Background: an optimization exercise with open tools, aiming at small area. Do not read the settings as production practice. Function was checked by simulation only, so behaviour that the tests miss may differ from the original. No activity file was given, so power comes from the tool's default toggle rates.

## run.sh

```bash
#!/bin/bash
# synth_recipe.tcl (not shown) runs the flow's synth.tcl, then flattens the netlist and writes it again
# the make line also repeats each setting of config.mk as NAME=value (left out here)
make -C /OpenROAD-flow-scripts/flow DESIGN_CONFIG=/design/flow/config.mk WORK_HOME=/design/flow/orfs CLKGATE_MAP_FILE= SYNTH_SCRIPT=/design/flow/synth_recipe.tcl finish
```

## config.mk

```make
export PLATFORM = sky130hd
export DESIGN_NAME = mem_arbiter_n
export DESIGN_NICKNAME = mem_arbiter_n
export VERILOG_FILES = /design/flow/design.v
export SDC_FILE = /design/flow/constraint.sdc
export NUM_CORES = 4
export LEC_CHECK = 0
export CAP_MARGIN = 20
export CORE_AREA = 10 10 570 570
export DIE_AREA = 0 0 580 580
export SLEW_MARGIN = 20
```

## constraint.sdc

```tcl
create_clock -name core_clock -period 5.0 [get_ports {clk}]
set_input_delay 1.0000 -clock core_clock [delete_from_list [all_inputs] [get_ports {clk}]]
set_output_delay 1.0000 -clock core_clock [all_outputs]
set_load 0.01 [all_outputs]
```

## design.v

```verilog
module mem_arbiter_n #(
  parameter int NUM_CH  = 4,
  parameter int ADDR_W  = 32,
  parameter int LINE_W  = 256,
  parameter int BURST_W = 64
) (
  input  logic                       clk,
  input  logic                       reset_n,
  input  logic [NUM_CH-1:0]          ch_read_i,
  input  logic [NUM_CH-1:0]          ch_write_i,
  input  logic [NUM_CH*ADDR_W-1:0]   ch_addr_i,
  input  logic [NUM_CH*LINE_W-1:0]   ch_wline_i,
  output logic [LINE_W-1:0]          ch_rline_o,
  output logic [NUM_CH-1:0]          ch_resp_o,
  output logic                       stall_o,
  input  logic                       resp_i,
  input  logic [BURST_W-1:0]         burst_i,
  output logic [BURST_W-1:0]         burst_o,
  output logic [ADDR_W-1:0]          address_o,
  output logic                       read_o,
  output logic                       write_o
);
  localparam int BEATS = LINE_W / BURST_W;
  localparam int CNT_W = $clog2(BEATS);
  localparam int CH_W  = (NUM_CH > 1) ? $clog2(NUM_CH) : 1;
  localparam int OFF_W = $clog2(LINE_W / 8);
  localparam logic [ADDR_W-1:0] ADDR_MASK = {ADDR_W{1'b1}} << OFF_W;
  localparam logic [CNT_W-1:0]  CNT_LAST  = CNT_W'(BEATS - 1);
  typedef enum logic [1:0] {
    ST_IDLE  = 2'd0,
    ST_READ  = 2'd1,
    ST_WRITE = 2'd2,
    ST_DONE  = 2'd3
  } state_t;
  state_t              state_q, state_d;
  logic [CNT_W-1:0]    cnt_q;
  logic [CH_W-1:0]     grant_q, grant_sel;
  logic [LINE_W-1:0]   line_q, line_rd;
  logic [NUM_CH-1:0]   req, grant_oh;
  logic [ADDR_W-1:0]   addr_sel;
  logic [LINE_W-1:0]   wline_sel;
  logic                last_beat;
  assign req       = ch_read_i | ch_write_i;
  assign grant_oh  = NUM_CH'(1) << grant_q;
  assign addr_sel  = ch_addr_i[int'(grant_sel)*ADDR_W +: ADDR_W];
  assign wline_sel = ch_wline_i[int'(grant_sel)*LINE_W +: LINE_W];
  assign last_beat = resp_i && (cnt_q == CNT_LAST);
  assign burst_o   = line_q[int'(cnt_q)*BURST_W +: BURST_W];
  assign stall_o   = (|req) & (state_q != ST_DONE);
  always_comb begin
    line_rd = line_q;
    line_rd[int'(cnt_q)*BURST_W +: BURST_W] = burst_i;
  end
  logic [CH_W-1:0] rr_ptr_q;
  int              cand;
  always_comb begin
    grant_sel = '0;
    cand      = 0;
    for (int i = NUM_CH - 1; i >= 0; i--) begin
      cand = int'(rr_ptr_q) + i;
      if (cand >= NUM_CH) cand = cand - NUM_CH;
      if (req[cand[CH_W-1:0]]) grant_sel = cand[CH_W-1:0];
    end
  end
  always_ff @(posedge clk or negedge reset_n) begin
    if (!reset_n) begin
      rr_ptr_q <= '0;
    end else if (state_q == ST_DONE) begin
      rr_ptr_q <= (int'(grant_q) == NUM_CH - 1) ? '0 : grant_q + 1'b1;
    end
  end
  always_ff @(posedge clk or negedge reset_n) begin
    if (!reset_n) state_q <= ST_IDLE;
    else          state_q <= state_d;
  end
  always_comb begin
    state_d = state_q;
    case (state_q)
      ST_IDLE:  if (|req) state_d = ch_write_i[grant_sel] ? ST_WRITE : ST_READ;
      ST_READ:  if (last_beat) state_d = ST_DONE;
      ST_WRITE: if (last_beat) state_d = ST_DONE;
      ST_DONE:  state_d = ST_IDLE;
      default:  state_d = ST_IDLE;
    endcase
  end
  always_ff @(posedge clk or negedge reset_n) begin
    if (!reset_n) begin
      cnt_q      <= '0;
      grant_q    <= '0;
      line_q     <= '0;
      address_o  <= '0;
      ch_rline_o <= '0;
      ch_resp_o  <= '0;
      read_o     <= 1'b0;
      write_o    <= 1'b0;
    end else begin
      read_o    <= (state_d == ST_READ);
      write_o   <= (state_d == ST_WRITE);
      ch_resp_o <= '0;
      case (state_q)
        ST_IDLE: begin
          if (|req) begin
            grant_q   <= grant_sel;
            address_o <= addr_sel & ADDR_MASK;
            line_q    <= wline_sel;
            cnt_q     <= '0;
          end
        end
        ST_READ: begin
          if (resp_i) begin
            line_q <= line_rd;
            cnt_q  <= cnt_q + 1'b1;
            if (cnt_q == CNT_LAST) begin
              ch_rline_o <= line_rd;
              ch_resp_o  <= grant_oh;
            end
          end
        end
        ST_WRITE: begin
          if (resp_i) begin
            cnt_q <= cnt_q + 1'b1;
            if (cnt_q == CNT_LAST) begin
              ch_rline_o <= line_q;
              ch_resp_o  <= grant_oh;
            end
          end
        end
        default: ;
      endcase
    end
  end
endmodule
```

==> results.txt, run 1 <==
* FFs w/ async S/R, synth at 1.00
* IO buf count at ~1,600
* Commonest non-fill, non-tap cell in the layout: sky130_fd_sc_hd__clkdlybuf4s50_1
* Core outline area at around 0.31 sq mm
* Avg Inst Size Synth at between 8 and 9 sq um
* Path type of the worst min-delay path: in2async
* Sequential cell area at roughly 0.014 sq mm
* Detailed-route DRC error count at 0
* Die X-Extent at between 500 and 600 um
* Global-route wire length before repair at 530,000 um
* Worst-path fanout max at 40
* Top FF cell, synth: sky130_fd_sc_hd__dfrtp_1
* Detail-routed net length per standard cell at roughly 40 um
* Initial detailed-routing violation count at approximately 7,600
* Tightest hold margin at between 0.3 and 0.4 ns
* Count of flip-flops with a built-in enable after synthesis at 0
* Crit share post-route at 0.871
* Type of the worst setup path: reg2out
* Post-CTS setup buffer count at 0
* TNS Setup at 0 ns
* Sequential area share after synthesis at 0.339
* Routability cong. at between 0.9 and 1
* Total global routing overflow at 0
* Number of fill cells in the layout at around 35,000
* Final setup violation count at 0
* Final Slew Violations at 0
* Bufs on Longest Clock Path at 4
* First drt pass iteration count at 8
* Worst slew pin tran at a little over 1 ns
* Kind of start point of the critical path: flip-flop
* Number of distinct standard cells referenced by the synthesized netlist at between 70 and 80
* # H-tree levels at 3
* Hold Violations, Final at 0
* Total number of yosys warnings at 1
* Synthesized cell area at 0.0409 sq mm
* Clock slew seen by the registers of the worst setup and hold paths at 0.06 ns
* Insertion delay of the later-clocked pin in the worst-skew pair at 0.79 ns
* Setup skew after layout at 0.0420 ns
* Via density per instance at approximately 5
* Max-cap viol count at 0
* Number of global-route vias before repair at about 50,000
* Cell chosen for the clock root: sky130_fd_sc_hd__clkbuf_16
* Smallest setup slack after layout at about 0.65 ns
* Data arrival time of the critical path at 3.35 ns
* Starting density of the core at 0.131
* Number of storage elements in the synthesis netlist at 553
* Synthesized instance count at roughly 4,800
* GRT Resource Usage Total at 0.233
* Power per unit of standard cell area at 678 mW/mm^2
* Setup repair after global routing missed its margin: false
* DIE AREA at roughly 0.34 sq mm
* Most frequent cells in the layout: 1,558 x sky130_fd_sc_hd__clkdlybuf4s50_1, 551 x sky130_fd_sc_hd__dfrtp_1, 481 x sky130_fd_sc_hd__nand2_1, 441 x sky130_fd_sc_hd__and3_1, 344 x sky130_fd_sc_hd__a211oi_1
* FP Rows at just over 200
* IR Drop Worst-Case VDD at about 0.00045 V
* Initial antenna violation count at 341
* Largest net degree at the start of global routing at around 150
* Cts bufs inserted at 81
* # hold bufs at CTS at 0
* Number of primary I/O pins at roughly 1,600
* Vertical extent of the die at 580 um
* Area of combinational cells with multiple inputs at 0.0246 sq mm
* CTS-repair resized insts at 0
* CTS sink count at around 550
* TritonCTS clock tree: yes
* Result of the run: finished clean
* Worst setup slack before clock tree synthesis at 0.508 ns
* Min Tclk post-route at approximately 4.4 ns
* Fraction of layout cells with a size suffix above 1 at 0.0870
* Leak Pwr at roughly 24 nW
* Layout net count at between 7,000 and 8,000
* Via Count at between 50,000 and 60,000
* Post-Route WL at between 400,000 and 500,000 um
* Count of nets left with antenna violations after detail routing at 0
* Synth-to-Final Area Change at 58.7%
* Peak Freq at ~230 MHz
* HPWL Detailed at approximately 340,000 um
* CP Data Required Time at roughly 4.0 ns
* Critical path capture point type: primary output
* Max-slew headroom at the worst pin at 0.309
where the power goes:
| group | total (W) | internal [W] | switching (W) |
|---|---|---|---|
| clock network | 0.00605 | 0.00351 | 0.00254 |
| registers | 0.00885 | 0.00657 | 0.00228 |
| logic | 0.0291 | 0.0113 | 0.0177 |
path summary, 6_finish.rpt:
path	slack, ns	cells after the start	from	to
worst max-delay path	0.65	3	cnt_q[1]	burst_o[16]
worst min-delay path	0.33	1	reset_n	grant_q[0]
worst max register to register	1.12	8	cnt_q[1]	line_q[152]
worst min register to register	0.48	2	ch_rline_o[137]	ch_rline_o[137]
max in group asynchronous	3.47	2	reset_n	line_q[162]
min in group core_clock	0.48	2	ch_rline_o[137]	ch_rline_o[137]
synthesized netlist by cell type (84+ instances only):
master                      number  area share
sky130_fd_sc_hd__nand2_1       483       0.044
sky130_fd_sc_hd__a2111oi_0      84       0.018
sky130_fd_sc_hd__o41ai_1       106       0.023
sky130_fd_sc_hd__and3_1        441       0.068
sky130_fd_sc_hd__a21oi_1       327       0.040
sky130_fd_sc_hd__a211oi_1      345       0.063
sky130_fd_sc_hd__dfrtp_1       553        0.34
sky130_fd_sc_hd__a22oi_1       151       0.028
sky130_fd_sc_hd__a22o_1        128       0.027
sky130_fd_sc_hd__mux2i_1       155       0.038
sky130_fd_sc_hd__nand3_1        86       0.011
sky130_fd_sc_hd__nand2b_1      113       0.017
sky130_fd_sc_hd__o211ai_1       92       0.017
sky130_fd_sc_hd__nor2_1        137       0.013
sky130_fd_sc_hd__o21ai_0       255       0.031
sky130_fd_sc_hd__clkbuf_1      423       0.039
routing by layer:
| layer | wire length [um] | track usage |
|---|---|---|
| met5 | 896 | 0.00553 |
| met4 | 22400 | 0.0993 |
| met3 | 52900 | 0.105 |
| met2 | 184000 | 0.368 |
| met1 | 157000 | 0.273 |
sequential cells by signal, summed over array words and instances (netlist names):
| signal | flops |
|---|---|
| write_o | 1 |
| cnt_q | 2 |
| grant_q | 2 |
| state_q | 2 |
| rr_ptr_q | 2 |
| ch_rline_o | 256 |
| line_q | 256 |
| ch_resp_o | 4 |
| read_o | 1 |
| address_o | 27 |
through the flow:
stage	instance area (sq um)	util	power, W	cells
floorplan	40900	-	0.0229	4754
global placement	61900	0.198	0.0372	10100
global route	64700	0.207	0.0457	10300
finish	64900	0.208	0.0440	10400
CTS	64500	0.207	0.0436	10200
detailed placement	61900	0.198	0.0374	10100
worst max-delay path, stage by stage, from the launching register on:
cell and delay [ns]:
sky130_fd_sc_hd__dfrtp_4 0.86, sky130_fd_sc_hd__buf_12 0.31, sky130_fd_sc_hd__mux4_2 0.31, sky130_fd_sc_hd__clkdlybuf4s50_1 0.88
logic make-up (layout without fill, tap and decap cells):
| group | Yosys count | after routing | share of synthesized area |
|---|---|---|---|
| AO/OA/AOI/OAI | 1771 | 1771 | 0.306 |
| buffers and inverters | 624 | 1963 | 0.0664 |
| adder cells (fa/ha/maj) | 12 | 12 | 0.00367 |
| flip-flops | 553 | 553 | 0.339 |
| multiplexers | 222 | 222 | 0.0741 |
| AND/OR/NAND/NOR | 1567 | 1567 | 0.211 |
| other | 1 | 142 | 0.0000918 |
final cells by class:
cell class / instances / area share
Tap cell: 4140 / 0.0799
Clock buffer: 110 / 0.0348
Timing Repair Buffer: 1794 / 0.280
Antenna cell: 137 / 0.00529
Clock inverter: 28 / 0.00531
Multi-Input combinational cell: 3577 / 0.379
Sequential cell: 553 / 0.213
Inverter: 31 / 0.00199
==> run 2, diff against run 1 <==
==> design.v (replaced) <==
module mem_arbiter_n #(
  parameter int NUM_CH  = 4,
  parameter int ADDR_W  = 32,
  parameter int LINE_W  = 256,
  parameter int BURST_W = 64
) (
  input  logic                       clk,
  input  logic                       reset_n,
  input  logic [NUM_CH-1:0]          ch_read_i,
  input  logic [NUM_CH-1:0]          ch_write_i,
  input  logic [NUM_CH*ADDR_W-1:0]   ch_addr_i,
  input  logic [NUM_CH*LINE_W-1:0]   ch_wline_i,
  output logic [LINE_W-1:0]          ch_rline_o,
  output logic [NUM_CH-1:0]          ch_resp_o,
  output logic                       stall_o,
  input  logic                       resp_i,
  input  logic [BURST_W-1:0]         burst_i,
  output logic [BURST_W-1:0]         burst_o,
  output logic [ADDR_W-1:0]          address_o,
  output logic                       read_o,
  output logic                       write_o
);
  localparam int BEATS = LINE_W / BURST_W;
  localparam int CNT_W = $clog2(BEATS);
  localparam int CH_W  = (NUM_CH > 1) ? $clog2(NUM_CH) : 1;
  localparam int OFF_W = $clog2(LINE_W / 8);
  logic [NUM_CH-1:0] req;
  logic [CH_W-1:0]   ptr_q;       
  logic [CNT_W-1:0]  cnt_q;       
  logic              done_q;      
  logic [CH_W-1:0]   grant_sel;
  logic [CH_W-1:0]   grant;
  logic [NUM_CH-1:0] grant_oh;
  logic [BEATS-1:0]  beat_oh;
  logic              busy, idle, last_beat;
  assign req       = ch_read_i | ch_write_i;
  assign busy      = read_o | write_o;
  assign idle      = ~busy & ~done_q;
  assign last_beat = resp_i & (cnt_q == CNT_W'(BEATS - 1));
  assign grant     = ptr_q - 1'b1;
  always_comb begin
    for (int c = 0; c < NUM_CH; c++) grant_oh[c] = (grant == CH_W'(c));
    for (int k = 0; k < BEATS; k++)  beat_oh[k]  = (cnt_q == CNT_W'(k));
  end
  always_comb begin
    grant_sel = '0;
    for (int i = NUM_CH - 1; i >= 0; i--) begin
      if (req[CH_W'(ptr_q + CH_W'(i))]) grant_sel = CH_W'(ptr_q + CH_W'(i));
    end
  end
  always_ff @(posedge clk or negedge reset_n) begin
    if (!reset_n) begin
      ptr_q   <= '0;
      cnt_q   <= '0;
      done_q  <= 1'b0;
      read_o  <= 1'b0;
      write_o <= 1'b0;
    end else begin
      done_q <= busy & last_beat;
      if (idle) begin
        if (|req) begin
          ptr_q   <= grant_sel + 1'b1;
          write_o <= ch_write_i[grant_sel];
          read_o  <= ~ch_write_i[grant_sel];
        end
      end else if (busy & resp_i) begin
        cnt_q <= cnt_q + 1'b1;
        if (last_beat) begin
          read_o  <= 1'b0;
          write_o <= 1'b0;
        end
      end
    end
  end
  assign ch_resp_o = done_q ? grant_oh : '0;
  assign stall_o   = (|req) & ~done_q;
  always_comb begin
    address_o = '0;
    burst_o   = '0;
    for (int c = 0; c < NUM_CH; c++) begin
      address_o = address_o | ({ADDR_W{grant_oh[c]}} & ch_addr_i[c*ADDR_W +: ADDR_W]);
      for (int k = 0; k < BEATS; k++)
        burst_o = burst_o | ({BURST_W{grant_oh[c] & beat_oh[k]}} &
                             ch_wline_i[c*LINE_W + k*BURST_W +: BURST_W]);
    end
    address_o[OFF_W-1:0] = '0;
  end
  always_ff @(posedge clk) begin
    for (int k = 0; k < BEATS - 1; k++)
      if (beat_oh[k]) ch_rline_o[k*BURST_W +: BURST_W] <= burst_i;
    ch_rline_o[(BEATS-1)*BURST_W +: BURST_W] <= burst_i;
  end
endmodule
==> flow/run.sh (new file) <==
#!/bin/bash
# Standard ORFS layout, except that the port buffers are the smallest buffer cell
# (buffer_ports -buffer_cell sky130_fd_sc_hd__buf_1) instead of the default choice.
set -euo pipefail
bash standard.sh "BUFFER_PORTS_ARGS=-buffer_cell sky130_fd_sc_hd__buf_1" finish > standard_flow.log 2>&1
==> standard.sh (new file) <==
#!/bin/bash
# synth_recipe.tcl (not shown) runs the flow's synth.tcl, then flattens the netlist and writes it again
# the make line also repeats each setting of config.mk as NAME=value (left out here)
make -C /OpenROAD-flow-scripts/flow DESIGN_CONFIG=/design/flow/config.mk WORK_HOME=/design/flow/orfs CLKGATE_MAP_FILE= SYNTH_SCRIPT=/design/flow/synth_recipe.tcl "${@:-finish}"
removed: run.sh
==> results.txt, run 2 <==
* # placed instances at 6,965 (-31%)
* Sequential area share after synthesis at 0.503 (+0.164)
* FP Rows at 205 (unchanged)
* Fraction of layout cells with a size suffix above 1 at 0.0897 (+0.00269)
* Most frequent cells in the layout: 1,533 x sky130_fd_sc_hd__buf_1, 192 x sky130_fd_sc_hd__edfxtp_1, 179 x sky130_fd_sc_hd__a222oi_1, 176 x sky130_fd_sc_hd__a22oi_1, 142 x sky130_fd_sc_hd__buf_4
* Worst setup path startpoint: cnt_q[1]
* DIE AREA at 0.336 sq mm (unchanged)
* R2R Path Start: cnt_q[0]
* TNS Setup at 0 ns (unchanged)
* IR Drop Worst-Case VDD at 0.000303 V (-32%)
* Worst R2R End: ch_rline_o[177]
* Final Slew Violations at 0 (unchanged)
* Max-slew headroom at the worst pin at 0.244 (-0.0647)
* Data arrival time of the critical path at 3.82 ns (+0.47 ns)
* Number of storage elements in the synthesis netlist at 263 (-52%)
* Setup repair after global routing missed its margin: false
* Number of fill cells in the layout at 36,700 (+6.1%)
* Total number of yosys warnings at 1 (unchanged)
* HPWL Detailed at 263,000 um (-23%)
* Post-synthesis cell type with the largest combined area: sky130_fd_sc_hd__edfxtp_1
* Synthesized instance count at 1,277 (-73%)
* Insertion delay of the later-clocked pin in the worst-skew pair at 0.57 ns (-0.22 ns)
* Number of flip-flops under the largest register name at about 260
* Largest net degree at the start of global routing at 71 (-51%)
* TritonCTS clock tree: yes
* Share of the synthesized area in the top cell type at 0.401 (+0.0628)
* Post-Route WL at 289,000 um (-31%)
* IO buf count at 1,560 (unchanged)
* Power per unit of standard cell area at 660 mW/mm^2 (-2.6%)
* Via density per instance at 3.32 (-33%)
* Reg2Reg Setup Slack at 2.37 ns (+1.25 ns)
* FFs w/ async S/R, synth at 0.0266 (-0.973)
* Regs by FF count: ch_rline_o (256), cnt_q (2), ptr_q (2)
* First drt pass iteration count at 9 (+1)
* Vertical extent of the die at 580 um (unchanged)
* Worst setup slack before clock tree synthesis at 0.291 ns (-0.217 ns)
* Final Non-Filler Cells at 7,151 (-31%)
* Detail-routed net length per standard cell at 40.5 um (+0.57%)
* Smallest setup slack after layout at 0.175 ns (-0.470 ns)
* Starting density of the core at 0.0460 (-0.0849)
* Result of the run: finished clean
* Final setup violation count at 0 (unchanged)
* Avg Inst Size Synth at 11.2 sq um (+31%)
* Most repeated cell in the gate-level netlist after synthesis: sky130_fd_sc_hd__edfxtp_1
* # hold bufs at CTS at 0 (unchanged)
* Leak Pwr at 7.67 nW (-69%)
* Most area-consuming cells after synthesis: sky130_fd_sc_hd__edfxtp_1 40%, sky130_fd_sc_hd__a222oi_1 12%, sky130_fd_sc_hd__a22oi_1 9.3%
* Number of global-route vias before repair at 22,300 (-54%)
* Worst-path fanout max at 18 (-55%)
* Most numerous cell types in the synthesized netlist: 192 x sky130_fd_sc_hd__edfxtp_1, 179 x sky130_fd_sc_hd__a222oi_1, 178 x sky130_fd_sc_hd__a22oi_1, 118 x sky130_fd_sc_hd__a22o_1, 66 x sky130_fd_sc_hd__nand2_1
* Commonest non-fill, non-tap cell in the layout: sky130_fd_sc_hd__buf_1
* Initial antenna violation count at 402 (+18%)
* Core outline area at 0.312 sq mm (unchanged)
* Layout net count at 4,095 (-44%)
* Bufs on Longest Clock Path at 3 (-1)
* Number of primary I/O pins at 1,586 (unchanged)
* Synthesized cell area at 0.0144 sq mm (-65%)
* Total global routing overflow at 0 (unchanged)
* Clock slew seen by the registers of the worst setup and hold paths at 0.07 ns (about the same)
* Type of the worst setup path: reg2out
* Path type of the worst min-delay path: in2async
* Global-route wire length before repair at 338,000 um (-36%)
* Min Tclk post-route at 4.82 ns (+0.470 ns)
* CTS sink count at 263 (-52%)
* Via Count at 23,700 (-54%)
* # H-tree levels at 1 (-2)
* Hold Violations, Final at 0 (unchanged)
* Cell chosen for the clock root: sky130_fd_sc_hd__clkbuf_16
* Critical path capture point type: primary output
* Initial detailed-routing violation count at 4,101 (-46%)
* Detailed-route DRC error count at 0 (unchanged)
* Crit path capture: burst_o[37]
* Register with the most flip-flops: ch_rline_o
* Synth-to-Final Area Change at 93.5%
* Max-cap viol count at 0 (unchanged)
* Count of flip-flops with a built-in enable after synthesis at 192 (+192)
* Setup skew after layout at 0.0214 ns (-0.0206 ns)
* Crit share post-route at 0.965 (+0.0940)
* Depth of the worst register-to-register path at 5 (-3)
* GRT Resource Usage Total at 0.161 (-0.0718)
* Count of nets left with antenna violations after detail routing at 0 (unchanged)
* Top FF cell, synth: sky130_fd_sc_hd__edfxtp_1
* End-of-flow core utilization at 0.0890 (-0.119)
* Kind of start point of the critical path: flip-flop
* Peak Freq at 207 MHz (-9.7%)
* CP Data Required Time at 4.00 ns (about the same)
* Cts bufs inserted at 23 (-72%)
* Worst slew pin tran at 1.13 ns (+0.102 ns)
* Die X-Extent at 580 um (unchanged)
* Number of distinct standard cells referenced by the synthesized netlist at 60 (-15%)
* Tightest hold margin at 0.366 ns (+0.0384 ns)
* Routability cong. at 0.998 (+5.8%)
[run 2: per-layer routing]
| metal | routed length [um] | track usage |
|---|---|---|
| met2 | 141000 | 0.284 |
| met1 | 96700 | 0.164 |
| met3 | 37900 | 0.0834 |
| met4 | 12400 | 0.0554 |
| met5 | 1270 | 0 |
[run 2: logic make-up after synthesis]
kind of cell               Yosys count  share of synthesized area
AOI/OAI and AO/OA                  655                      0.378
buffers and inverters              170                     0.0517
adders and majority gates            8                    0.00697
DFF                                263                      0.503
other                                1                   0.000261
and+or+nand+nor                    174                     0.0565
xor gates and xnor gates             2                    0.00122
muxes                                4                    0.00287
[run 2: cell type report]
cell class	count	area, sq um	share of cell area
Timing Repair Buffer	1708	7480	0.269
Sequential cell	263	7220	0.260
Multi-Input combinational cell	848	6680	0.240
Tap cell	4140	5180	0.186
Clock buffer	28	636	0.0229
Antenna cell	134	335	0.0121
Clock inverter	14	178	0.00639
Inverter	16	80.1	0.00288
[run 2: what timing repair did]
| item | 4_1_cts | 5_1_grt |
|---|---|---|
| pin swaps | 3 | 1 |
| gates cloned | 0 | 0 |
| setup endpoints to repair | 14 | 2 |
| setup buffers | 8 | 2 |
| gates resized for setup | 10 | 4 |
[run 2: through the flow]
stage	cell area [sq um]	power, W
after global routing	27600	0.0191
after global placement	26500	0.0168
after CTS	27400	0.0187
final	27800	0.0184
after detailed placement	26500	0.0167
after floorplan	14400	0.00816
[run 2: worst min-delay path by stage]
stage               startpoint        to  cells past startpoint
floorplan             cnt_q[0]  cnt_q[0]                      1
global placement        read_o    read_o                      2
detailed placement      read_o    read_o                      2
CTS                    reset_n    read_o                      1
global route           reset_n    read_o                      1
finish                 reset_n    read_o                      1
[run 2: worst max-delay path, cell delays in order (launching register included)]
cell	delay [ns]
sky130_fd_sc_hd__dfrtp_1	0.46
sky130_fd_sc_hd__inv_1	0.15
sky130_fd_sc_hd__ha_4	0.28
sky130_fd_sc_hd__clkinv_2	0.13
sky130_fd_sc_hd__buf_4	0.23
sky130_fd_sc_hd__buf_4	0.35
sky130_fd_sc_hd__buf_4	0.53
sky130_fd_sc_hd__o21ai_0	0.30
sky130_fd_sc_hd__a2111oi_4	0.32
sky130_fd_sc_hd__buf_4	0.19
sky130_fd_sc_hd__nand2_1	0.05
sky130_fd_sc_hd__buf_1	0.15
[run 2: report_power, final]
group	switching [W]	internal [W]	leakage, nW	total [W]
registers	0.000191	0.00303	2.42	0.00322
logic	0.00916	0.00407	4.84	0.0132
clock network	0.000820	0.00108	0.403	0.00190
total	0.0102	0.00819	7.67	0.0184
==> run 3, diff against run 2 <==
==> run.sh (new file) <==
#!/bin/bash
# synth_recipe.tcl (not shown) runs the flow's synth.tcl, then flattens the netlist and writes it again
# the make line also repeats each setting of config.mk as NAME=value (left out here)
make -C /OpenROAD-flow-scripts/flow DESIGN_CONFIG=/design/flow/config.mk WORK_HOME=/design/flow/orfs CLKGATE_MAP_FILE= SYNTH_SCRIPT=/design/flow/synth_recipe.tcl finish
removed: flow/run.sh
removed: standard.sh
==> results.txt, run 3 <==
* Result of the run: complete, but fails checks
* SO Faults: negative setup slack
* Number of storage elements in the synthesis netlist at 263 (unchanged)
* Number of primary I/O pins at 1,586 (unchanged)
* Layout net count at 4,109 (+0.34%)
* First drt pass iteration count at 13 (+4)
* Path type of the worst min-delay path: reg2reg
* Power per unit of standard cell area at 552 mW/mm^2 (-16%)
* Number of flip-flops under the largest register name at 256 (unchanged)
* Most frequent cells in the layout: 1,529 x sky130_fd_sc_hd__clkdlybuf4s50_1, 192 x sky130_fd_sc_hd__edfxtp_1, 179 x sky130_fd_sc_hd__a222oi_1, 177 x sky130_fd_sc_hd__a22oi_1, 143 x sky130_fd_sc_hd__buf_4
* Met3 capacity usage during global routing at 0.0935 (+0.0101)
* Kind of start point of the critical path: flip-flop
* Insertion delay of the later-clocked pin in the worst-skew pair at 0.61 ns (+0.04 ns)
* Commonest non-fill, non-tap cell in the layout: sky130_fd_sc_hd__clkdlybuf4s50_1
* GRT Resource Usage Total at 0.162 (+0.000531)
* Smallest setup slack after layout at -0.0690 ns (-0.244 ns)
* Sequential fraction of design power at 0.154 (-0.022)
* IR Drop Worst-Case VDD at 0.000390 V (+29%)
* Post-Route WL at 291,000 um (+0.53%)
* Via Count at 24,100 (+1.6%)
* Cell chosen for the clock root: sky130_fd_sc_hd__clkbuf_16
* Avg Inst Size Synth at 11.2 sq um (unchanged)
* CP Data Required Time at 4.00 ns (about the same)
* Hold Violations, Final at 0 (unchanged)
* FP Rows at 205 (unchanged)
* DIE AREA at 0.336 sq mm (unchanged)
* Cts bufs inserted at 24 (+4.3%)
* Count of nets left with antenna violations after detail routing at 0 (unchanged)
* Tightest hold margin at 0.588 ns (+0.222 ns)
* Peak Freq at 197 MHz (-4.8%)
* Count of flip-flops with a built-in enable after synthesis at 192 (unchanged)
* Final Non-Filler Cells at 7,176 (+0.35%)
* Setup repair after global routing missed its margin: false
* Largest net degree at the start of global routing at 79 (+11%)
* Min Tclk post-route at 5.07 ns (+0.244 ns)
* Sequential area share after synthesis at 0.503 (unchanged)
* Initial antenna violation count at 366 (-9.0%)
* Part of the total power dissipated in the clock network at 0.096 (-0.007)
* Die X-Extent at 580 um (unchanged)
* Detailed-route DRC error count at 0 (unchanged)
* Global-route wire length before repair at 340,000 um (+0.70%)
* Final Slew Violations at 0 (unchanged)
* Comb pwr share at 0.750 (+0.029)
* Most area-consuming cells after synthesis: sky130_fd_sc_hd__edfxtp_1 40%, sky130_fd_sc_hd__a222oi_1 12%, sky130_fd_sc_hd__a22oi_1 9.3%
* Cell internal power dissipation at 0.0103 W (+26%)
* # hold bufs at CTS at 0 (unchanged)
* Number of distinct standard cells referenced by the synthesized netlist at 60 (unchanged)
* Number of fill cells in the layout at 35,400 (-3.5%)
* Core outline area at 0.312 sq mm (unchanged)
* Leak Pwr at 12.0 nW (+56%)
* TritonCTS clock tree: yes
* Total number of yosys warnings at 1 (unchanged)
* Final setup violation count at 1 (+1)
* Synthesized cell area at 0.0144 sq mm (unchanged)
* Regs by FF count: ch_rline_o (256), cnt_q (2), ptr_q (2)
* Max-cap viol count at 0 (unchanged)
* Routability cong. at 1.07 (+7.5%)
* Number of global-route vias before repair at 22,600 (+1.4%)
* Synthesized instance count at 1,277 (unchanged)
* Detail-routed net length per standard cell at 40.5 um (+0.18%)
* Total global routing overflow at 0 (unchanged)
* HPWL Detailed at 261,000 um (-0.66%)
* Setup skew after layout at 0.0296 ns (+0.00827 ns)
* IO buf count at 1,560 (unchanged)
* Net Switching at 0.0105 W (+3.1%)
* CTS sink count at 263 (unchanged)
* Bufs on Longest Clock Path at 3 (unchanged)
* Via density per instance at 3.36 (+1.3%)
* Most crowded layer after global routing: met2
* Clock slew seen by the registers of the worst setup and hold paths at 0.06 ns (about the same)
* Worst-path fanout max at 19 (+1)
* Post-synthesis cell type with the largest combined area: sky130_fd_sc_hd__edfxtp_1
* Most repeated cell in the gate-level netlist after synthesis: sky130_fd_sc_hd__edfxtp_1
* Share of the synthesized area in the top cell type at 0.401 (unchanged)
* Met1 Usage GRT at 0.161 (-0.00346)
* Register with the most flip-flops: ch_rline_o
* Synth-to-Final Area Change at 162%
* Top FF cell, synth: sky130_fd_sc_hd__edfxtp_1
* Worst slew pin tran at 1.05 ns (-0.0788 ns)
* Type of the worst setup path: reg2out
* Starting density of the core at 0.0460 (unchanged)
* Most numerous cell types in the synthesized netlist: 192 x sky130_fd_sc_hd__edfxtp_1, 179 x sky130_fd_sc_hd__a222oi_1, 178 x sky130_fd_sc_hd__a22oi_1, 118 x sky130_fd_sc_hd__a22o_1, 66 x sky130_fd_sc_hd__nand2_1
* Met2 routing resource usage after global routing at 0.278 (-0.00531)
* Crit share post-route at 1.01 (+0.0489)
* # H-tree levels at 1 (unchanged)
* Max-slew headroom at the worst pin at 0.297 (+0.0525)
* Fraction of layout cells with a size suffix above 1 at 0.0951 (+0.00541)
* # placed instances at 6,974 (+0.13%)
* Critical path capture point type: primary output
* Data arrival time of the critical path at 4.07 ns (+0.25 ns)
* FFs w/ async S/R, synth at 0.0266 (unchanged)
* Switching power as a share of total power at 0.504 (-0.0503)
* Initial detailed-routing violation count at 3,907 (-4.7%)
* Vertical extent of the die at 580 um (unchanged)
==> run 3: cell counts after synthesis <==
Identical to the previous run, type by type.
==> run 3: final timing paths <==
| path | start | to | slack, ns | cells after the start |
|---|---|---|---|---|
| worst max-delay path | cnt_q[0] | burst_o[27] | -0.07 | 10 |
| worst min-delay path | read_o | read_o | 0.59 | 2 |
| worst max register to register | cnt_q[0] | ch_rline_o[15] | 2.45 | 5 |
| worst min register to register | read_o | read_o | 0.59 | 2 |
| max in group asynchronous | reset_n | cnt_q[1] | 3.69 | 1 |
| min in group asynchronous | reset_n | write_o | 0.79 | 1 |
==> run 3: layout make-up <==
cell class / instances / area [sq um] / area share
flip-flops and latches: 263 / 7230 / 0.192
clock inverters: 17 / 249 / 0.00661
multi-input cells: 848 / 6650 / 0.177
repair buffers: 1721 / 17300 / 0.460
clock buffers: 27 / 612 / 0.0162
inverters: 16 / 82.6 / 0.00219
diodes: 144 / 360 / 0.00956
well taps: 4140 / 5180 / 0.137
==> run 3: per-layer routing <==
metal	wire length, um	vias up
met5	1350	-
met4	14800	202
met3	39200	785
met2	138000	2641
met1	97400	11500
li1	-	9006
==> run 3: power by group through the flow <==
stage	clock (W)	combinational [W]	sequential, W
6_report	0.00200	0.0156	0.00321
5_1_grt	0.00215	0.0160	0.00326
4_1_cts	0.00208	0.0157	0.00322
3_5_place_dp	0	0.0155	0.00327
3_3_place_gp	0	0.0155	0.00325
2_1_floorplan	0	0.00463	0.00353
==> run 3: critical path, cell delays in order, from the launching register on <==
cell,delay [ns]
sky130_fd_sc_hd__dfrtp_2,0.43
sky130_fd_sc_hd__inv_1,0.17
sky130_fd_sc_hd__ha_4,0.39
sky130_fd_sc_hd__buf_12,0.26
sky130_fd_sc_hd__buf_4,0.32
sky130_fd_sc_hd__a22o_1,0.21
sky130_fd_sc_hd__a222oi_1,0.08
sky130_fd_sc_hd__buf_2,0.25
sky130_fd_sc_hd__o2111a_1,0.15
sky130_fd_sc_hd__o21ai_1,0.45
sky130_fd_sc_hd__clkdlybuf4s50_1,0.72
==> run 3: kinds of logic (layout without fill, tap and decap cells) <==
logic type	Yosys count	count (layout)	synth area share
buffers and inverters	170	1781	0.0517
adders and majority gates	8	8	0.00697
other	1	149	0.000261
muxes	4	4	0.00287
xor gates and xnor gates	2	2	0.00122
AOI/OAI and AO/OA	655	655	0.378
DFF	263	263	0.503
and+or+nand+nor	174	174	0.0565
==> run 3: repair_timing <==
item	in CTS	in global routing
gates cloned	1	0
resized for setup	14	7
buffers inserted	13	0
pin swaps	6	2
setup endpoints to repair	24	3
==> run 3: stage by stage <==
| stage | utilization | cell area, sq um | power (W) | setup slack (ns) | setup TNS (ns) |
|---|---|---|---|---|---|
| after floorplan | - | 14400 | 0.00816 | 0.411 | 0 |
| after global placement | 0.116 | 36200 | 0.0187 | -0.806 | -0.831 |
| after detailed placement | 0.116 | 36200 | 0.0188 | -0.0681 | -0.0681 |
| after CTS | 0.120 | 37300 | 0.0210 | 0.0152 | 0 |
| after global routing | 0.120 | 37500 | 0.0215 | 0.00831 | 0 |
| final | 0.121 | 37700 | 0.0208 | -0.0690 | -0.0690 |
==> run 4, diff against run 3 <==
==> design.v (replaced) <==
module mem_arbiter_n #(
  parameter int NUM_CH  = 4,
  parameter int ADDR_W  = 32,
  parameter int LINE_W  = 256,
  parameter int BURST_W = 64
) (
  input  logic                       clk,
  input  logic                       reset_n,
  input  logic [NUM_CH-1:0]          ch_read_i,
  input  logic [NUM_CH-1:0]          ch_write_i,
  input  logic [NUM_CH*ADDR_W-1:0]   ch_addr_i,
  input  logic [NUM_CH*LINE_W-1:0]   ch_wline_i,
  output logic [LINE_W-1:0]          ch_rline_o,
  output logic [NUM_CH-1:0]          ch_resp_o,
  output logic                       stall_o,
  input  logic                       resp_i,
  input  logic [BURST_W-1:0]         burst_i,
  output logic [BURST_W-1:0]         burst_o,
  output logic [ADDR_W-1:0]          address_o,
  output logic                       read_o,
  output logic                       write_o
);
  localparam int BEATS = LINE_W / BURST_W;
  localparam int OFF_W = $clog2(LINE_W / 8);
  logic [NUM_CH-1:0] req;
  logic [NUM_CH-1:0] grant_q;     
  logic [NUM_CH-1:0] ptr;         
  logic [NUM_CH-1:0] grant_sel;   
  logic [BEATS-1:0]  beat_q;      
  logic              done_q;      
  logic              busy, idle;
  assign req  = ch_read_i | ch_write_i;
  assign busy = read_o | write_o;
  assign idle = ~busy & ~done_q;
  assign ptr  = {grant_q[NUM_CH-2:0], grant_q[NUM_CH-1]};
  always_comb begin
    logic found;
    grant_sel = '0;
    found     = 1'b0;
    for (int p = 0; p < NUM_CH; p++) begin
      if (ptr[p]) begin
        found = 1'b0;
        for (int j = 0; j < NUM_CH; j++) begin
          if (!found && req[(p + j) % NUM_CH]) begin
            grant_sel[(p + j) % NUM_CH] = 1'b1;
            found = 1'b1;
          end
        end
      end
    end
  end
  always_ff @(posedge clk or negedge reset_n) begin
    if (!reset_n) begin
      grant_q <= NUM_CH'(1) << (NUM_CH - 1);
      beat_q  <= BEATS'(1);
      done_q  <= 1'b0;
      read_o  <= 1'b0;
      write_o <= 1'b0;
    end else begin
      done_q <= busy & resp_i & beat_q[BEATS-1];
      if (idle) begin
        if (|req) begin
          grant_q <= grant_sel;
          write_o <= |(ch_write_i & grant_sel);
          read_o  <= ~|(ch_write_i & grant_sel);
        end
      end else if (busy & resp_i) begin
        beat_q <= {beat_q[BEATS-2:0], beat_q[BEATS-1]};
        if (beat_q[BEATS-1]) begin
          read_o  <= 1'b0;
          write_o <= 1'b0;
        end
      end
    end
  end
  assign ch_resp_o = done_q ? grant_q : '0;
  assign stall_o   = (|req) & ~done_q;
  always_comb begin
    address_o = '0;
    burst_o   = '0;
    for (int c = 0; c < NUM_CH; c++) begin
      address_o = address_o | ({ADDR_W{grant_q[c]}} & ch_addr_i[c*ADDR_W +: ADDR_W]);
      for (int k = 0; k < BEATS; k++)
        burst_o = burst_o | ({BURST_W{grant_q[c] & beat_q[k]}} &
                             ch_wline_i[c*LINE_W + k*BURST_W +: BURST_W]);
    end
    address_o[OFF_W-1:0] = '0;
  end
  always_ff @(posedge clk) begin
    for (int k = 0; k < BEATS - 1; k++)
      if (beat_q[k]) ch_rline_o[k*BURST_W +: BURST_W] <= burst_i;
    ch_rline_o[(BEATS-1)*BURST_W +: BURST_W] <= burst_i;
  end
endmodule
==> flow/run.sh (new file) <==
#!/bin/bash
# Standard ORFS layout with two changes to how it is made:
#  - the port buffers are the smallest buffer cell (buffer_ports -buffer_cell sky130_fd_sc_hd__buf_1);
#  - pins may sit on every routing track (place_pins -min_distance 1 track), so the die can be small.
set -euo pipefail
bash standard.sh \
  "BUFFER_PORTS_ARGS=-buffer_cell sky130_fd_sc_hd__buf_1" \
  "PLACE_PINS_ARGS=-min_distance 1 -min_distance_in_tracks" \
  finish > standard_flow.log 2>&1
==> standard.sh (new file) <==
#!/bin/bash
# synth_recipe.tcl (not shown) runs the flow's synth.tcl, then flattens the netlist and writes it again
# the make line also repeats each setting of config.mk as NAME=value (left out here)
make -C /OpenROAD-flow-scripts/flow DESIGN_CONFIG=/design/flow/config.mk WORK_HOME=/design/flow/orfs CLKGATE_MAP_FILE= SYNTH_SCRIPT=/design/flow/synth_recipe.tcl "${@:-finish}"
--- a/config.mk
+++ b/config.mk
@@ -8,4 +8,4 @@
 export CAP_MARGIN = 20
-export CORE_AREA = 10 10 570 570
-export DIE_AREA = 0 0 580 580
+export CORE_AREA = 5 5 225 225
+export DIE_AREA = 0 0 230 230
 export SLEW_MARGIN = 20
removed: run.sh
==> results.txt, run 4 <==
* Result of the run: did not finish
* Terminating stage of the flow: 5_1_grt
* First reported error: [ERROR GRT-0116] Global routing finished with congestion. Check the congestion regions in the DRC Viewer.
* Avg Inst Size Synth at 11.2 sq um (-0.25%)
* # placed instances at 3,348 (-52%)
* CTS sink count at 267 (+1.5%)
* Cts bufs inserted at 23 (-4.2%)
* Routability cong. at 1.36 (+26%)
* Number of storage elements in the synthesis netlist at 267 (+1.5%)
* Most repeated cell in the gate-level netlist after synthesis: sky130_fd_sc_hd__a22oi_1
* Most numerous cell types in the synthesized netlist: 201 x sky130_fd_sc_hd__a22oi_1, 192 x sky130_fd_sc_hd__edfxtp_1, 164 x sky130_fd_sc_hd__a222oi_1, 108 x sky130_fd_sc_hd__a22o_1, 74 x sky130_fd_sc_hd__nand2_1
* # hold bufs at CTS at 0 (unchanged)
* Worst setup slack before clock tree synthesis at 1.22 ns (+1.29 ns)
* Cell chosen for the clock root: sky130_fd_sc_hd__clkbuf_16
* Sequential area share after synthesis at 0.508 (+0.00484)
* CTS-repair resized insts at 0 (-14)
* Synthesized cell area at 0.0144 sq mm (+0.45%)
* Bufs on Longest Clock Path at 3 (unchanged)
* Share of the synthesized area in the top cell type at 0.400 (-0.00181)
* FP Rows at 80 (-61%)
* Total number of yosys warnings at 1 (unchanged)
* IO buf count at 1,560 (unchanged)
* Most area-consuming cells after synthesis: sky130_fd_sc_hd__edfxtp_1 40%, sky130_fd_sc_hd__a222oi_1 11%, sky130_fd_sc_hd__a22oi_1 10%
* Total global routing overflow at 20
* Vertical extent of the die at 230 um (-60%)
* Top FF cell, synth: sky130_fd_sc_hd__edfxtp_1
* # H-tree levels at 1 (unchanged)
* GRT Resource Usage Total at 0.630
* FFs w/ async S/R, synth at 0.0412 (+0.0146)
* Count of flip-flops with a built-in enable after synthesis at 192 (unchanged)
* Synthesized instance count at 1,286 (+0.70%)
* HPWL Detailed at 143,000 um (-45%)
* Die X-Extent at 230 um (-60%)
* Starting density of the core at 0.302 (+0.256)
* Post-synthesis cell type with the largest combined area: sky130_fd_sc_hd__edfxtp_1
* Number of global-route vias before repair at between 20,000 and 25,000
* Global-route wire length before repair at 224,000 um
* Post-CTS setup buffer count at 0 (-13)
* Number of distinct standard cells referenced by the synthesized netlist at 51 (-15%)
* Largest net degree at the start of global routing at roughly 70
* Number of primary I/O pins at 1,586 (unchanged)
run 4: cell families after synthesis:
group / share of synthesized area
AND/OR/NAND/NOR: 0.0551
AO/OA/AOI/OAI: 0.381
flip-flops: 0.508
other: 0.000260
buffers and inverters: 0.0560
run 4: per-layer routing:
layer,GRT overflow,track usage
met1,0,0.645
met3,0,0.435
met5,0,0.0938
met4,9,0.681
met2,11,0.790
run 4: how the worst min path moves through the flow:
| stage | endpoint | slack (ns) | cells past startpoint |
|---|---|---|---|
| CTS | done_q | 0.48 | 1 |
| detailed placement | read_o | 0.54 | 1 |
| floorplan | write_o | 0.54 | 2 |
| global placement | write_o | 0.52 | 2 |
run 4: power groups by stage:
stage | clock network (W) | logic (W) | registers, W
2_1_floorplan | 0 | 0.0000131 | 0.00247
3_3_place_gp | 0 | 0.000486 | 0.00245
3_5_place_dp | 0 | 0.000496 | 0.00245
4_1_cts | 0.00170 | 0.000503 | 0.00240
run 4: through the flow:
stage | hold WS, ns | instance area [sq um] | util
3_5_place_dp | 0.541 | 20700 | 0.433
2_1_floorplan | 0.544 | 14400 | -
3_3_place_gp | 0.518 | 20700 | 0.433
4_1_cts | 0.480 | 21500 | 0.448
==> run 5, diff against run 4 <==
--- a/config.mk
+++ b/config.mk
@@ -8,4 +8,4 @@
 export CAP_MARGIN = 20
-export CORE_AREA = 5 5 225 225
-export DIE_AREA = 0 0 230 230
+export CORE_AREA = 5 5 295 295
+export DIE_AREA = 0 0 300 300
 export SLEW_MARGIN = 20
==> results.txt, run 5 <==
* Result of the run: finished clean
* Most numerous cell types in the synthesized netlist: 201 x sky130_fd_sc_hd__a22oi_1, 192 x sky130_fd_sc_hd__edfxtp_1, 164 x sky130_fd_sc_hd__a222oi_1, 108 x sky130_fd_sc_hd__a22o_1, 74 x sky130_fd_sc_hd__nand2_1
* Top FF cell, synth: sky130_fd_sc_hd__edfxtp_1
* FP Rows at 106 (+33%)
* Number of flip-flops under the largest register name at between 200 and 300
* Bufs on Longest Clock Path at 3 (unchanged)
* Type of the worst setup path: reg2out
* Most repeated cell in the gate-level netlist after synthesis: sky130_fd_sc_hd__a22oi_1
* Synthesized instance count at 1,286 (unchanged)
* Cell chosen for the clock root: sky130_fd_sc_hd__clkbuf_16
* Worst R2R End: read_o
* CP Data Required Time at about 4.0 ns
* Post-Route WL at around 160,000 um
* Count of flip-flops with a built-in enable after synthesis at 192 (unchanged)
* Worst-path fanout max at 26
* Core outline area at around 0.084 sq mm
* HPWL Detailed at 133,000 um (-6.8%)
* WL met2 at roughly 70,000 um
* Hold Violations, Final at 0
* Setup repair after global routing missed its margin: false
* Number of primary I/O pins at 1,586 (unchanged)
* Worst slew pin tran at 1.00 ns
* TNS Setup at 0 ns
* Insertion delay of the later-clocked pin in the worst-skew pair at 0.53 ns
* Starting density of the core at 0.173 (-0.129)
* Number of global-route vias before repair at ~22,000
* Die X-Extent at 300 um (+30%)
* Wire length the detailed router placed on met1 at between 50,000 and 60,000 um
* Total global routing overflow at 0
* Via Count at roughly 23,000
* Number of storage elements in the synthesis netlist at 267 (unchanged)
* Leak Pwr at 6.53 nW
* Layout net count at 3,999
* Avg Inst Size Synth at 11.2 sq um (unchanged)
* First drt pass iteration count at 31
* Placement-stage cell area at 0.0215 sq mm (+3.4%)
* Kind of start point of the critical path: flip-flop
* Peak Freq at between 200 and 250 MHz
* Detailed-route DRC error count at 0
* Critical path capture point type: primary output
* Power, Total at between 0.004 and 0.005 W
* FFs w/ async S/R, synth at 0.0412 (unchanged)
* Detail-routed net length per standard cell at around 40 um
* CTS sink count at 267 (unchanged)
* GRT Resource Usage Total at 0.323
* Global-route wire length before repair at 199,000 um
* Via density per instance at roughly 5.6
* # hold bufs at CTS at 0 (unchanged)
* # H-tree levels at 1 (unchanged)
* Synthesized cell area at 0.0144 sq mm (unchanged)
* IR Drop Worst-Case VDD at 0.000289 V
* Reg2Reg Setup Slack at between 2 and 2.5 ns
* DIE AREA at 0.0900 sq mm
* Initial antenna violation count at between 150 and 200
* Depth of the worst register-to-register path at 6
* Sequential area share after synthesis at 0.508 (unchanged)
* R2R Path Start: grant_q[0]
* Count of nets left with antenna violations after detail routing at 0
* Commonest non-fill, non-tap cell in the layout: sky130_fd_sc_hd__buf_1
* Post-CTS setup buffer count at 0 (unchanged)
* Clock slew seen by the registers of the worst setup and hold paths at around 0.070 ns
* Fraction of layout cells with a size suffix above 1 at 0.0445
* Initial detailed-routing violation count at around 4,200
* Synth-to-Final Area Change at 57.2%
* Total number of yosys warnings at 1 (unchanged)
* Crit share post-route at 0.854
* Met3 wire length at between 15,000 and 20,000 um
* Number of distinct standard cells referenced by the synthesized netlist at 51 (unchanged)
* Cts bufs inserted at 22 (-4.3%)
* Routability cong. at 1.19 (-12%)
* Number of fill cells in the layout at approximately 9,400
* Min Tclk post-route at ~4.3 ns
* Final Slew Violations at 0
* Path type of the worst min-delay path: in2async
* Highest routing layer actually used: met5
* Final setup violation count at 0
* Regs by FF count: ch_rline_o (256), beat_q (4), grant_q (4)
* IO buf count at 1,560 (unchanged)
* Most area-consuming cells after synthesis: sky130_fd_sc_hd__edfxtp_1 40%, sky130_fd_sc_hd__a222oi_1 11%, sky130_fd_sc_hd__a22oi_1 10%
* Post-synthesis cell type with the largest combined area: sky130_fd_sc_hd__edfxtp_1
* Cell area after layout at 0.0227 sq mm
* Setup skew after layout at 0.0199 ns
* Vertical extent of the die at 300 um (+30%)
* Data arrival time of the critical path at 3.27 ns
* Max-slew headroom at the worst pin at 0.333
* Worst setup path startpoint: grant_q[3]
* Most frequent cells in the layout: 1,560 x sky130_fd_sc_hd__buf_1, 201 x sky130_fd_sc_hd__a22oi_1, 192 x sky130_fd_sc_hd__edfxtp_1, 164 x sky130_fd_sc_hd__a222oi_1, 108 x sky130_fd_sc_hd__a22o_1
* Largest net degree at the start of global routing at 67
* TritonCTS clock tree: yes
* Max-cap viol count at 0
* Share of the synthesized area in the top cell type at 0.400 (unchanged)
* Final Non-Filler Cells at 4,050
* Register with the most flip-flops: ch_rline_o
* # placed instances at 3,828 (+14%)
* CTS-repair resized insts at 0 (unchanged)
* Power per unit of standard cell area at 208 mW/mm^2
==> run 5: cell counts after synthesis <==
Identical to the previous run, type by type.
==> run 5: layout make-up <==
cell class                      instances  area, sq um  share of cell area
Sequential cell                       267         7350               0.324
Clock buffer                           27          611              0.0269
Inverter                               14         52.6             0.00232
Antenna cell                          182          455              0.0201
Multi-Input combinational cell        849         6340               0.280
Timing Repair Buffer                 1618         6350               0.280
Tap cell                             1080         1350              0.0596
Clock inverter                         13          170             0.00750
==> run 5: how the worst max path moves through the flow <==
stage	cells after the start	endpoint
floorplan	5	burst_o[61]
global placement	6	burst_o[25]
detailed placement	6	burst_o[25]
CTS	5	burst_o[6]
global route	8	burst_o[25]
finish	8	burst_o[33]
==> run 5: layer usage <==
| layer | up-vias | global-route usage |
|---|---|---|
| li1 | 8814 | - |
| met1 | 10800 | 0.332 |
| met2 | 2401 | 0.479 |
| met3 | 714 | 0.121 |
| met4 | 24 | 0.355 |
| met5 | - | 0.00812 |
==> run 5: power by group <==
group / internal, W / total (W) / switching [W] / leakage, nW
Clock: 0.00104 / 0.00181 / 0.000767 / 0.380
Combinational: 0.000225 / 0.000512 / 0.000286 / 3.76
Sequential: 0.00239 / 0.00240 / 0.00000737 / 2.40
==> run 5: metrics by stage <==
stage | util | setup slack [ns] | hold slack (ns)
6_report | 0.272 | 0.732 | 0.469
4_1_cts | 0.266 | 0.653 | 0.452
5_1_grt | 0.270 | 0.674 | 0.503
3_5_place_dp | 0.257 | 1.13 | 0.532
3_3_place_gp | 0.257 | 1.12 | 0.529
2_1_floorplan | - | 1.02 | 0.544
==> run 5: critical path, stage by stage (launching register included) <==
cell	delay (ns)
sky130_fd_sc_hd__dfstp_4	0.91
sky130_fd_sc_hd__inv_1	0.16
sky130_fd_sc_hd__buf_4	0.28
sky130_fd_sc_hd__nor2_2	0.21
sky130_fd_sc_hd__buf_4	0.34
sky130_fd_sc_hd__a22oi_1	0.18
sky130_fd_sc_hd__o2111a_1	0.21
sky130_fd_sc_hd__o21ai_0	0.10
sky130_fd_sc_hd__buf_1	0.24
==> run 5: logic make-up after synthesis <==
family | share of synthesized area
buf+inv | 0.0560
simple gates | 0.0551
compound gates | 0.381
flops | 0.508
other cells | 0.000260
==> run 6, diff against run 5 <==
==> flow/run.sh (replaced) <==
#!/bin/bash
# Standard ORFS layout with these changes to how it is made:
#  - the port buffers are the smallest buffer cell (buffer_ports -buffer_cell sky130_fd_sc_hd__buf_1);
#  - pins may sit on every routing track (place_pins -min_distance 1 track), so the die can be small;
#  - clock tree from clkbuf_4/clkbuf_8, without dummy loads.
set -euo pipefail
bash standard.sh \
  "BUFFER_PORTS_ARGS=-buffer_cell sky130_fd_sc_hd__buf_1" \
  "PLACE_PINS_ARGS=-min_distance 1 -min_distance_in_tracks" \
  "CTS_ARGS=-sink_clustering_enable -repair_clock_nets -dont_use_dummy_load -buf_list {sky130_fd_sc_hd__clkbuf_4 sky130_fd_sc_hd__clkbuf_8}" \
  finish > standard_flow.log 2>&1
==> results.txt, run 6 <==
* Result of the run: finished clean
* Bufs on Longest Clock Path at 3 (unchanged)
* CTS-repair resized insts at 0 (unchanged)
* Global-route wire length before repair at 199,000 um (+0.23%)
* Layout net count at 4,013 (+0.35%)
* Via density per instance at 5.59 (-0.27%)
* Max-cap viol count at 0 (unchanged)
* Worst setup slack before clock tree synthesis at 1.13 ns (unchanged)
* Type of the worst setup path: reg2out
* Count of nets left with antenna violations after detail routing at 0 (unchanged)
* Buffers and inverters on the worst path at 2 (-2)
* GRT Resource Usage Total at 0.324 (+0.000764)
* Smallest setup slack after layout at 0.682 ns (-0.0496 ns)
* Cts bufs inserted at 36 (+64%)
* Synthesized instance count at 1,286 (unchanged)
* Post-CTS setup buffer count at 0 (unchanged)
* End-of-flow core utilization at 0.268 (-0.00344)
* Power per unit of standard cell area at 189 mW/mm^2 (-9.1%)
* Core outline area at 0.0836 sq mm (unchanged)
* Number of primary I/O pins at 1,586 (unchanged)
* Insertion delay of the later-clocked pin in the worst-skew pair at 0.52 ns (about the same)
* Kind of start point of the critical path: flip-flop
* Number of global-route vias before repair at 21,600 (+0.16%)
* Leak Pwr at 6.41 nW (-1.8%)
* Count of flip-flops with a built-in enable after synthesis at 192 (unchanged)
* DIE AREA at 0.0900 sq mm (unchanged)
* Most area-consuming cells after synthesis: sky130_fd_sc_hd__edfxtp_1 40%, sky130_fd_sc_hd__a222oi_1 11%, sky130_fd_sc_hd__a22oi_1 10%
* Worst-path fanout max at 31 (+19%)
* Number of storage elements in the synthesis netlist at 267 (unchanged)
* Fraction of layout cells with a size suffix above 1 at 0.0453 (+0.000782)
* Commonest non-fill, non-tap cell in the layout: sky130_fd_sc_hd__buf_1
* Peak Freq at 232 MHz (-1.1%)
* TritonCTS clock tree: yes
* Detailed-route DRC error count at 0 (unchanged)
* Worst slew pin tran at 1.03 ns (+0.0279 ns)
* Post-Route WL at 159,000 um (about the same)
* Die X-Extent at 300 um (unchanged)
* Highest-delay cell along the critical path: sky130_fd_sc_hd__dfrtp_4
* Total number of yosys warnings at 1 (unchanged)
* IR Drop Worst-Case VDD at 0.000168 V (-42%)
* Most frequent cells in the layout: 1,560 x sky130_fd_sc_hd__buf_1, 201 x sky130_fd_sc_hd__a22oi_1, 192 x sky130_fd_sc_hd__edfxtp_1, 164 x sky130_fd_sc_hd__a222oi_1, 108 x sky130_fd_sc_hd__a22o_1
* Highest cell delay on the worst timing path at 0.73 ns (-0.18 ns)
* Starting density of the core at 0.173 (unchanged)
* Setup repair after global routing missed its margin: false
* Synthesized cell area at 0.0144 sq mm (unchanged)
* Final setup violation count at 0 (unchanged)
* First drt pass iteration count at 31 (unchanged)
* Hold Violations, Final at 0 (unchanged)
* Sequential area share after synthesis at 0.508 (unchanged)
* # hold bufs at CTS at 0 (unchanged)
* IO buf count at 1,560 (unchanged)
* Clock slew seen by the registers of the worst setup and hold paths at 0.06 ns (about the same)
* CTS sink count at 267 (unchanged)
* FFs w/ async S/R, synth at 0.0412 (unchanged)
* Avg Inst Size Synth at 11.2 sq um (unchanged)
* Initial antenna violation count at 190 (+1.6%)
* Data arrival time of the critical path at 3.32 ns (+0.05 ns)
* Share of the synthesized area in the top cell type at 0.400 (unchanged)
* CP Data Required Time at 4.00 ns (about the same)
* Regs by FF count: ch_rline_o (256), beat_q (4), grant_q (4)
* Cells traversed along the worst timing path: and2_0, buf_4, a22o_1, a221oi_1, o2111a_1, o21ai_0, buf_1
* Top FF cell, synth: sky130_fd_sc_hd__edfxtp_1
* Max-slew headroom at the worst pin at 0.315 (-0.0186)
* FP Rows at 106 (unchanged)
* Min Tclk post-route at 4.32 ns (+0.0496 ns)
* Vertical extent of the die at 300 um (unchanged)
* Cell chosen for the clock root: sky130_fd_sc_hd__clkbuf_8
* Largest delay contributor family on the critical path: compound AO/OA/AOI/OAI gates
* Synth-to-Final Area Change at 55.2%
* Critical path capture point type: primary output
* Largest net degree at the start of global routing at 67 (unchanged)
* Crit share post-route at 0.864 (+0.00992)
* Most numerous cell types in the synthesized netlist: 201 x sky130_fd_sc_hd__a22oi_1, 192 x sky130_fd_sc_hd__edfxtp_1, 164 x sky130_fd_sc_hd__a222oi_1, 108 x sky130_fd_sc_hd__a22o_1, 74 x sky130_fd_sc_hd__nand2_1
* Power, Total at 0.00423 W (-10%)
* Post-synthesis cell type with the largest combined area: sky130_fd_sc_hd__edfxtp_1
* Tightest hold margin at 0.478 ns (+0.00833 ns)
* Number of distinct standard cells referenced by the synthesized netlist at 51 (unchanged)
* Final Slew Violations at 0 (unchanged)
* Most repeated cell in the gate-level netlist after synthesis: sky130_fd_sc_hd__a22oi_1
* # H-tree levels at 2 (+1)
* Number of flip-flops under the largest register name at 256 (unchanged)
* Routability cong. at 1.19 (unchanged)
* Register with the most flip-flops: ch_rline_o
* HPWL Detailed at 133,000 um (unchanged)
* Initial detailed-routing violation count at 3,765 (-9.9%)
* Detail-routed net length per standard cell at 39.2 um (+0.12%)
* Total global routing overflow at 0 (unchanged)
* Path type of the worst min-delay path: in2async
* TNS Setup at 0 ns (unchanged)
* Via Count at 22,600 (-0.39%)
* Setup skew after layout at 0.0696 ns (+0.0497 ns)
-- run 6: cell counts after synthesis --
No cell type changed its count.
-- run 6: power breakdown --
| group | internal, W | switching [W] |
|---|---|---|
| sequential | 0.00240 | 0.00000734 |
| clock | 0.000638 | 0.000680 |
| combinational | 0.000225 | 0.000287 |
-- run 6: final timing paths --
path,start,slack (ns),endpoint,cells after the start
max in group asynchronous,reset_n,4.04,beat_q[1],1
max,beat_q[1],0.68,burst_o[55],7
min reg2reg,write_o,0.54,write_o,2
min,reset_n,0.48,grant_q[1],1
max reg2reg,grant_q[0],2.45,read_o,6
min in group core_clock,write_o,0.54,write_o,2
-- run 6: kinds of logic (layout without fill, tap and decap cells) --
kind of cell / count (synthesis) / count (layout) / share of synthesized area
AOI/OAI and AO/OA: 670 / 670 / 0.381
buffers and inverters: 174 / 1668 / 0.0560
DFF: 267 / 267 / 0.508
and+or+nand+nor: 174 / 174 / 0.0551
other: 1 / 186 / 0.000260
-- run 6: stage by stage --
step,cell area [sq um],std cells
detailed placement,21500,3828
floorplan,14400,1290
CTS,21900,3864
global route,22300,4003
finish,22400,4045
global placement,21500,3828
-- run 6: cell type report --
class / count / area [sq um]
Timing Repair Buffer: 1618 / 6350
Fill cell: 9432 / 61200
Antenna cell: 181 / 453
Multi-Input combinational cell: 849 / 6340
Sequential cell: 267 / 7350
Inverter: 14 / 52.6
Clock buffer: 36 / 495
Tap cell: 1080 / 1350
-- run 6: per-layer routing --
metal,up-vias,part of all wire,GRT usage
li1,8811,-,-
met1,10700,0.33,0.333
met2,2368,0.43,0.480
met3,691,0.11,0.122
met4,30,0.13,0.357
met5,-,0.0014,0.00812

re-timing with driven ports:
The flow's constraints put no driver on any port. The routed layouts listed below were extracted and timed again, unchanged, in two steps. Step 1: set_driving_cell puts a clkbuf_16 on clk and a buf_2 on each other input, an assumption about the parent block. Step 2, shift: input delay + t, output delay - t, t = (earliest + latest rising clock arrival at the registers) / 2. This alone moves slack from input paths to output paths. a / b / c = ideal / step 1 / step 2; a / b = the first two.
| run | t, ns | setup slack, ns | worst setup path after step 2 |
|---|---|---|---|
| run 1 | 0.861 | 0.645 / 0.551 / 0.357 | input to register |
| run 2 | 0.621 | 0.175 / 0.113 / 0.734 | register to output |
| run 3 | 0.655 | -0.069 / -0.131 / 0.138 | input to output |
| run 5 | 0.570 | 0.732 / 0.684 / 1.079 | input to output |
| run 6 | 0.551 | 0.682 / 0.639 / 1.083 | input to output |
For run 1, which loses most, drivers alone change the setup slack by -0.094 ns; drivers and shift together by -0.288 ns.
